Context: an optimization exercise on an open-source flow, tuned for small area, a short achievable clock period and few clock cycles per item. The choices shown serve that exercise and are no tape-out recipe. In this exercise RTL edits were held to simulation tests only and were not proved equivalent to the original. Power and IR drop assume default switching activity.

==> inputs of v33 <==
==> flow/design.v (excerpt) <==
module connection_searcher (
	input  wire              clk,
	input  wire              reset,
	input  wire              meta_valid,
	input  conn_pkg::meta_t             meta,
	output logic             hash_valid,
	output conn_pkg::conn_idx_t        hash_1,
	output conn_pkg::conn_idx_t        hash_2,
	input  conn_pkg::hash_entry_t       hash_entry_1,
	input  conn_pkg::hash_entry_t       hash_entry_2,
	output logic             conn_rd,
	output logic             conn_wr,
	output logic             aging_wr,
	output conn_pkg::conn_idx_t        conn_idx,
	output conn_pkg::conn_entry_t      conn_wdata,
	input  conn_pkg::conn_read_t        conn_rdata,
	output logic             event_valid,
	output conn_pkg::event_map_t       events,
	output conn_pkg::pkt_in_info_t     pkt_in_info
);
export LEC_CHECK = 0
export CAP_MARGIN = 20
export CORE_MARGIN = 2
export CORE_UTILIZATION = 70
export CTS_CLUSTER_DIAMETER = 60
export CTS_CLUSTER_SIZE = 28
export SETUP_SLACK_MARGIN = 2.6
export SLEW_MARGIN = 40
create_clock -name core_clock -period 5.5 [get_ports {clk}]
run.sh (not shown) runs the stock make flow with config.mk's settings and CLKGATE_MAP_FILE= SYNTH_SCRIPT=/design/flow/synth_recipe.tcl, a recipe that flattens the netlist after the stock synthesis.
==> v10 (differences from v33) <==
--- a/flow/design.v
+++ b/flow/design.v
@@ -95,10 +95,11 @@
 	output conn_pkg::pkt_in_info_t     pkt_in_info
 );
 	localparam int NW = 8;  
 	localparam int WB = 4;  
 	localparam int QD = 32 - NW;  
+	localparam int QB = 5;
 	logic        hdr_skip;  
 	logic        is_header;
 	logic [15:0] fold_src;
 	logic [15:0] fold_dst;
 	logic        hv1, hv2;  
@@ -123,87 +124,82 @@
 			hv1 <= hash_valid;
 			hv2 <= hv1;
 		end
 	end
 	always_ff @(posedge clk) begin
-		hash_1 <= fold_src[8:0];  
-		hash_2 <= fold_dst[8:0];
-		sk0 <= fold_src ^ fold_dst;
+		if (is_header) begin
+			hash_1 <= fold_src[8:0];
+			hash_2 <= fold_dst[8:0];
+			sk0 <= fold_src ^ fold_dst;
+		end
 		sk1 <= sk0;
 		sk2 <= sk1;
 	end
-	logic [99:0]   kmem [QD];  
+	logic [101:0]  kmem [QD];  
 	logic [9:0]    imem [QD];  
-	logic [QD-1:0] kwp, iwp, rp;
-	logic [QD-1:0] kth;  
-	logic [QD-1:0] ith;  
+	logic [QB-1:0] kwp, iwp, rp;
+	logic [QB:0]   kcnt;  
+	logic [QB:0]   icnt;  
 	logic          kfull;
-	logic          iready;
 	logic          alloc;
 	logic [95:0]   hkey;
-	logic [3:0]    hflg;
+	logic [5:0]    hflg;
 	logic [8:0]    hidx;
 	logic          hzero;
-	function automatic logic [QD-1:0] therm(input logic [QD-1:0] t, input logic up, input logic dn);
-		therm = (up && !dn) ? {t[QD-2:0], 1'b1} : (dn && !up) ? {1'b0, t[QD-1:1]} : t;
+	function automatic logic [QB-1:0] qnext(input logic [QB-1:0] p);
+		qnext = (p == QB'(QD - 1)) ? '0 : p + 1'b1;
 	endfunction
-	assign kfull = kth[QD-1];
-	assign iready = ith[0];
-	always_comb begin
-		logic [99:0]  k;
-		logic [9:0]   x;
-		k = '0;
-		x = '0;
-		for (int i = 0; i < QD; i++) begin
-			k = k | (kmem[i] & {100{rp[i]}});
-			x = x | (imem[i] & {10{rp[i]}});
-		end
-		hkey = k[99:4];
-		hflg = k[3:0];
-		hzero = x[9];
-		hidx = x[8:0];
-	end
+	assign kfull = (kcnt == (QB + 1)'(QD));
+	assign hkey = kmem[rp][101:6];
+	assign hflg = kmem[rp][5:0];
+	assign hzero = imem[rp][9];
+	assign hidx = imem[rp][8:0];
 	always_ff @(posedge clk or negedge reset) begin
 		if (!reset) begin
-			kwp <= QD'(1);
-			iwp <= QD'(1);
-			rp <= QD'(1);
-			kth <= '0;
-			ith <= '0;
+			kwp <= '0;
+			iwp <= '0;
+			rp <= '0;
+			kcnt <= '0;
+			icnt <= '0;
 		end else begin
-			if (is_header) kwp <= {kwp[QD-2:0], kwp[QD-1]};
-			if (hv2) iwp <= {iwp[QD-2:0], iwp[QD-1]};
-			if (alloc) rp <= {rp[QD-2:0], rp[QD-1]};
-			kth <= therm(kth, is_header, alloc);
-			ith <= therm(ith, hv2, alloc);
+			if (is_header) kwp <= qnext(kwp);
+			if (hv2) iwp <= qnext(iwp);
+			if (alloc) rp <= qnext(rp);
+			case ({is_header, alloc})
+				2'b10: kcnt <= kcnt + 1'b1;
+				2'b01: kcnt <= kcnt - 1'b1;
+				default: ;
+			endcase
+			case ({hv2, alloc})
+				2'b10: icnt <= icnt + 1'b1;
+				2'b01: icnt <= icnt - 1'b1;
+				default: ;
+			endcase
 		end
 	end
 	always_ff @(posedge clk) begin
-		for (int i = 0; i < QD; i++) begin
-			if (kwp[i] && !kfull) kmem[i] <= {meta.flow_key, (meta.tcp_flags == conn_pkg::FLAG_ACK),
-				(meta.tcp_flags == (conn_pkg::FLAG_SYN | conn_pkg::FLAG_ACK)), meta.tcp_flags[2], meta.tcp_flags[0]};
-			if (hv2 && iwp[i]) imem[i] <= {(bidx == '0), bidx};
-		end
+		if (!kfull) kmem[kwp] <= {meta.flow_key, meta.tcp_flags};
+		if (hv2) imem[iwp] <= {(bidx == '0), bidx};
 	end
 	logic [NW-1:0]        busy;  
 	logic [NW-1:0]        done;
 	logic [NW-1:0]        pend;  
 	logic [NW-1:0]        live;  
 	logic [NW-1:0]        stale;  
 	logic [NW-1:0][95:0]  wkey;
-	logic [NW-1:0][3:0]   wflg;  
+	logic [NW-1:0][5:0]   wflg;
 	logic [NW-1:0][8:0]   wcur;  
-	logic [NW-1:0][8:0]   widx;  
+	logic [NW-1:0][8:0]   wnxt;  
 	logic [NW-1:0]        wfwd;
 	logic [NW-1:0]        wdir;
 	logic [NW-1:0][3:0]   wst;  
 	logic [NW-1:0]        wovr;  
 	logic          shift;  
 	logic [NW:0]   apos;  
 	logic [WB-1:0] anum;
 	assign shift = busy[0] && done[0];
-	assign alloc = iready && (!busy[NW-1] || shift);
+	assign alloc = (icnt != '0) && (!busy[NW-1] || shift);
 	always_comb begin
 		apos = '0;
 		anum = '0;
 		for (int i = 0; i <= NW; i++) begin
 			if ((i == NW || !busy[i]) && (i == 0 || busy[i-1])) begin
@@ -285,16 +281,16 @@
 	end
 	logic [3:0]    snp_st;  
 	logic [NW-1:0] snp;
 	assign snp_st = {conn_wdata.cli_state, conn_wdata.ser_state};
 	always_comb begin
-		for (int w = 0; w < NW; w++) snp[w] = conn_wr && (conn_idx == (done[w] ? widx[w] : wcur[w]));
+		for (int w = 0; w < NW; w++) snp[w] = conn_wr && (conn_idx == wcur[w]);
 	end
 	logic [NW:0]        u_busy, u_done, u_pend, u_live, u_stale, u_fwd, u_dir, u_ovr;
 	logic [NW:0][95:0]  u_key;
-	logic [NW:0][3:0]   u_flg;
-	logic [NW:0][8:0]   u_cur, u_idx;
+	logic [NW:0][5:0]   u_flg;
+	logic [NW:0][8:0]   u_cur, u_nxt;
 	logic [NW:0][3:0]   u_st;
 	always_comb begin
 		for (int w = 0; w <= NW; w++) begin
 			if (w < NW) begin
 				u_busy[w] = busy[w];
@@ -306,24 +302,31 @@
 				u_dir[w] = wdir[w];
 				u_ovr[w] = wovr[w];
 				u_key[w] = wkey[w];
 				u_flg[w] = wflg[w];
 				u_cur[w] = wcur[w];
-				u_idx[w] = widx[w];
+				u_nxt[w] = wnxt[w];
 				u_st[w] = wst[w];
 				if (t4v && t4w == WB'(w)) begin
-					u_idx[w] = wcur[w];
-					u_cur[w] = rnext;
-					u_dir[w] = conn_rdata.entry.dir;
-					u_fwd[w] = r_fwd;
-					u_ovr[w] = 1'b0;
-					if (snp[w]) u_st[w] = snp_st;
-					else if (!wovr[w]) u_st[w] = {conn_rdata.entry.cli_state, conn_rdata.entry.ser_state};
-					u_done[w] = r_hit || r_end;  
-					u_live[w] = r_hit && !conn_rdata.aging;
-					u_stale[w] = r_hit && conn_rdata.aging;
-					u_pend[w] = rd_step;  
+					if (r_hit) begin
+						u_done[w] = 1'b1;
+						u_pend[w] = 1'b0;
+						u_live[w] = !conn_rdata.aging;
+						u_stale[w] = conn_rdata.aging;
+						u_fwd[w] = r_fwd;
+						u_dir[w] = conn_rdata.entry.dir;
+						u_nxt[w] = rnext;
+						if (snp[w]) u_st[w] = snp_st;
+						else if (!wovr[w]) u_st[w] = {conn_rdata.entry.cli_state, conn_rdata.entry.ser_state};
+					end else if (r_end) begin
+						u_done[w] = 1'b1;  
+						u_pend[w] = 1'b0;
+					end else begin
+						u_cur[w] = rnext;  
+						u_ovr[w] = 1'b0;
+						u_pend[w] = rd_step;
+					end
 				end else if (snp[w]) begin
 					u_st[w] = snp_st;
 					u_ovr[w] = 1'b1;
 				end
 				if (rd_need && nsel[w]) u_pend[w] = 1'b1;
@@ -337,11 +340,11 @@
 				u_dir[w] = 1'b0;
 				u_ovr[w] = 1'b0;
 				u_key[w] = hkey;
 				u_flg[w] = hflg;
 				u_cur[w] = hidx;
-				u_idx[w] = '0;
+				u_nxt[w] = '0;
 				u_st[w] = '0;
 			end
 			if (alloc && apos[w]) begin
 				u_busy[w] = 1'b1;
 				u_done[w] = hzero;  
@@ -372,22 +375,22 @@
 			wdir[w] <= shift ? u_dir[w+1] : u_dir[w];
 			wovr[w] <= shift ? u_ovr[w+1] : u_ovr[w];
 			wkey[w] <= shift ? u_key[w+1] : u_key[w];
 			wflg[w] <= shift ? u_flg[w+1] : u_flg[w];
 			wcur[w] <= shift ? u_cur[w+1] : u_cur[w];
-			widx[w] <= shift ? u_idx[w+1] : u_idx[w];
+			wnxt[w] <= shift ? u_nxt[w+1] : u_nxt[w];
 			wst[w] <= shift ? u_st[w+1] : u_st[w];
 		end
 	end
 	logic [3:0]  c_st;
-	logic [3:0]  c_flg;
+	logic [5:0]  c_flg;
 	logic        c_side;  
 	logic [95:0] c_key;  
 	logic [3:0]  n_st;
 	logic        chg, ev_start, ev_end, ev_setup;
 	logic [9:0]  live_ev;
-	assign c_st = (conn_wr && conn_idx == widx[0]) ? snp_st : wst[0];  
+	assign c_st = snp[0] ? snp_st : wst[0];  
 	assign c_flg = wflg[0];
 	assign c_side = wdir[0] ^ !wfwd[0];
 	assign c_key = wfwd[0] ? wkey[0] : {wkey[0][63:32], wkey[0][95:64], wkey[0][15:0], wkey[0][31:16]};
 	always_comb begin
 		n_st = c_st;
@@ -396,34 +399,34 @@
 		ev_end = 1'b0;
 		ev_setup = 1'b0;
 		if (!c_side) begin
 			case (c_st[3:2])
 				2'd1: begin
-					if (c_flg[3]) begin
+					if (c_flg == conn_pkg::FLAG_ACK) begin
 						n_st = {2'd2, 2'd2};
 						chg = 1'b1;
 						ev_setup = 1'b1;
-					end else if (c_flg[1]) begin
+					end else if (c_flg[2]) begin
 						n_st = {2'd0, 2'd0};
 						chg = 1'b1;
 						ev_end = 1'b1;
 					end
 				end
 				2'd2: begin
-					if (c_flg[0] || c_flg[1]) begin
+					if (c_flg[0] || c_flg[2]) begin
 						n_st[3:2] = 2'd0;
-						if (c_flg[1]) n_st[1:0] = 2'd0;
+						if (c_flg[2]) n_st[1:0] = 2'd0;
 						chg = 1'b1;
 						ev_end = 1'b1;
 					end
 				end
 				default: ;
 			endcase
 		end else begin
 			case (c_st[1:0])
 				2'd0: begin
-					if (c_flg[2]) begin
+					if (c_flg == (conn_pkg::FLAG_SYN | conn_pkg::FLAG_ACK)) begin
 						n_st[1:0] = 2'd1;
 						chg = 1'b1;
 						ev_start = 1'b1;
 					end
 				end
@@ -451,17 +454,19 @@
 			aging_wr <= cwrite;
 			event_valid <= shift;
 		end
 	end
 	always_ff @(posedge clk) begin
-		conn_idx <= cwrite ? widx[0] : iss_idx;
-		conn_wdata <= {c_key, wdir[0], n_st, wcur[0]};
-		if (live[0]) begin
-			events <= live_ev;
-			pkt_in_info <= {7'd0, widx[0], 3'd0, wdir[0], n_st, live_ev[7:0]};
-		end else begin
-			events <= 10'h102;
-			pkt_in_info <= {7'd0, (stale[0] ? widx[0] : 9'd0), 8'd0, 8'h02};
+		conn_idx <= cwrite ? wcur[0] : iss_idx;
+		if (cwrite) conn_wdata <= {c_key, wdir[0], n_st, wnxt[0]};
+		if (shift) begin
+			if (live[0]) begin
+				events <= live_ev;
+				pkt_in_info <= {7'd0, wcur[0], 3'd0, wdir[0], n_st, live_ev[7:0]};
+			end else begin
+				events <= 10'h102;
+				pkt_in_info <= {7'd0, (stale[0] ? wcur[0] : 9'd0), 8'd0, 8'h02};
+			end
 		end
 	end
 endmodule
 `default_nettype wire
CORE_UTILIZATION = 35   (was 70)
CTS_CLUSTER_DIAMETER = not set   (was 60)
CTS_CLUSTER_SIZE = not set   (was 28)
SETUP_SLACK_MARGIN = not set   (was 2.6)
SLEW_MARGIN = 20   (was 40)
==> v4 (differences from v33) <==
--- a/flow/design.v
+++ b/flow/design.v
@@ -157,11 +157,10 @@
 			k = k | (kmem[i] & {100{rp[i]}});
 			x = x | (imem[i] & {10{rp[i]}});
 		end
 		hkey = k[99:4];
 		hflg = k[3:0];
-		hzero = x[9];
 		hidx = x[8:0];
 	end
 	always_ff @(posedge clk or negedge reset) begin
 		if (!reset) begin
 			kwp <= QD'(1);
@@ -175,10 +174,17 @@
 			if (alloc) rp <= {rp[QD-2:0], rp[QD-1]};
 			kth <= therm(kth, is_header, alloc);
 			ith <= therm(ith, hv2, alloc);
 		end
 	end
+	logic [QD-1:0] zn;
+	always_comb begin
+		for (int i = 0; i < QD; i++) zn[i] = (hv2 && iwp[i]) ? (bidx == '0) : imem[i][9];
+	end
+	always_ff @(posedge clk) begin
+		hzero <= alloc ? |(zn & {rp[QD-2:0], rp[QD-1]}) : |(zn & rp);
+	end
 	always_ff @(posedge clk) begin
 		for (int i = 0; i < QD; i++) begin
 			if (kwp[i] && !kfull) kmem[i] <= {meta.flow_key, (meta.tcp_flags == conn_pkg::FLAG_ACK),
 				(meta.tcp_flags == (conn_pkg::FLAG_SYN | conn_pkg::FLAG_ACK)), meta.tcp_flags[2], meta.tcp_flags[0]};
 			if (hv2 && iwp[i]) imem[i] <= {(bidx == '0), bidx};
CORE_UTILIZATION = 60   (was 70)
SLEW_MARGIN = 20   (was 40)
==> results.txt <==
|  | v10 | v33 | v4 |
|---|---|---|---|
| Longest Clk Path Bufs | 4 | 3 | 4 |
| Maximum clock skew at final layout | 0.06842 ns | 0.06468 ns | 0.07615 ns |
| Placed instance count | 17.48k | 15.73k | 16.45k |
| Chip Width | 699.5 um | 486.1 um | 525.4 um |
| M2 GR Usage | 0.3052 | 0.6839 | 0.6082 |
| Multi-In Gates | 6194 | 7800 | 7875 |
| Parity-gate share of the synthesized area counting xor and xnor cells | 0.01904 | 0.01955 | 0.01906 |
| Compound-cell area share of the yosys netlist | 0.07941 | 0.1106 | 0.1127 |
| Tcrit/Tclk final | 0.8010 | 0.5502 | 0.5856 |
| Number of sequential cells | 4099 | 4128 | 4129 |
| Vertical die dimension | 699.5 um | 486.1 um | 525.4 um |
| 1st-iter DRT viols | 11.34k | 20.75k | 18.50k |
| RSZ-0062 raised after global routing | false | true | true |
| Peak ir drop on the vdd network | 869.3 uV | 349.1 uV | 518.1 uV |
| Outcome | complete, no violations | complete, no violations | complete, no violations |
| CP Max Fanout | 54 | 7 | 4 |
| Clock network power consumption | 28.3 mW | 18.5 mW | 20.7 mW |
| Antenna violations before repair | 69 | 49 | 57 |
| Final Critical Period | 4.406 ns | 3.026 ns | 3.221 ns |
| Multiplexer fraction of the synthesized cell area | 0.1639 | 0.06629 | 0.06513 |
| Synth Register Bits | 4099 | 4128 | 4129 |
| Global Route met3 Usage | 0.03156 | 0.1140 | 0.08812 |
| Beginning of the critical path | icnt[2] | ckey[70] | conn_rdata[47] |
| Pin slew with the least headroom to its limit | 1.185 ns | 0.9723 ns | 1.186 ns |
| Fin cells | 18.30k | 16.37k | 17.16k |
Testbench counts of v33, summed over its fixed seeds: cycles 12,530, items 4,800.
Testbench counts of v10, summed over its fixed seeds: cycles 12,530, items 4,800.
Testbench counts of v4, summed over its fixed seeds: cycles 12,530, items 4,800.

## static timing again, ports no longer ideal
How much do the figures lean on ideal ports? The routed layouts below were timed once more, with nothing changed but the port constraints.
Step 1 assumes that a clkbuf_16 drives the clock port and a buf_2 every other input.
Step 2 moves the port delays by t, midway between the first and last clock arrival at a register: inputs arrive t later, outputs are due t later. That takes back most of the time a late clock gives input paths.
Three values: ideal ports, drivers, drivers and shift; two values: the first two.
run | t (ns) | setup WS [ns] | hold WS [ns] | worst setup path after step 2 | worst register clock-pin slew, ns
v33 | 1.031 | 2.474 / 2.474 / 1.478 | 0.216 / 0.157 / 0.333 | input to register | 0.12 / 0.12
v10 | 1.107 | 1.094 / 1.094 / 0.317 | 0.203 / 0.102 / 0.325 | input to register | 0.07 / 0.07
v4 | 1.066 | 2.279 / 2.291 / 1.299 | 0.156 / 0.079 / 0.330 | input to register | 0.11 / 0.11
After both steps setup and hold are still met in every run listed. For v33, which loses most, drivers alone change the setup slack by 0.000 ns; drivers and shift together by -0.996 ns.
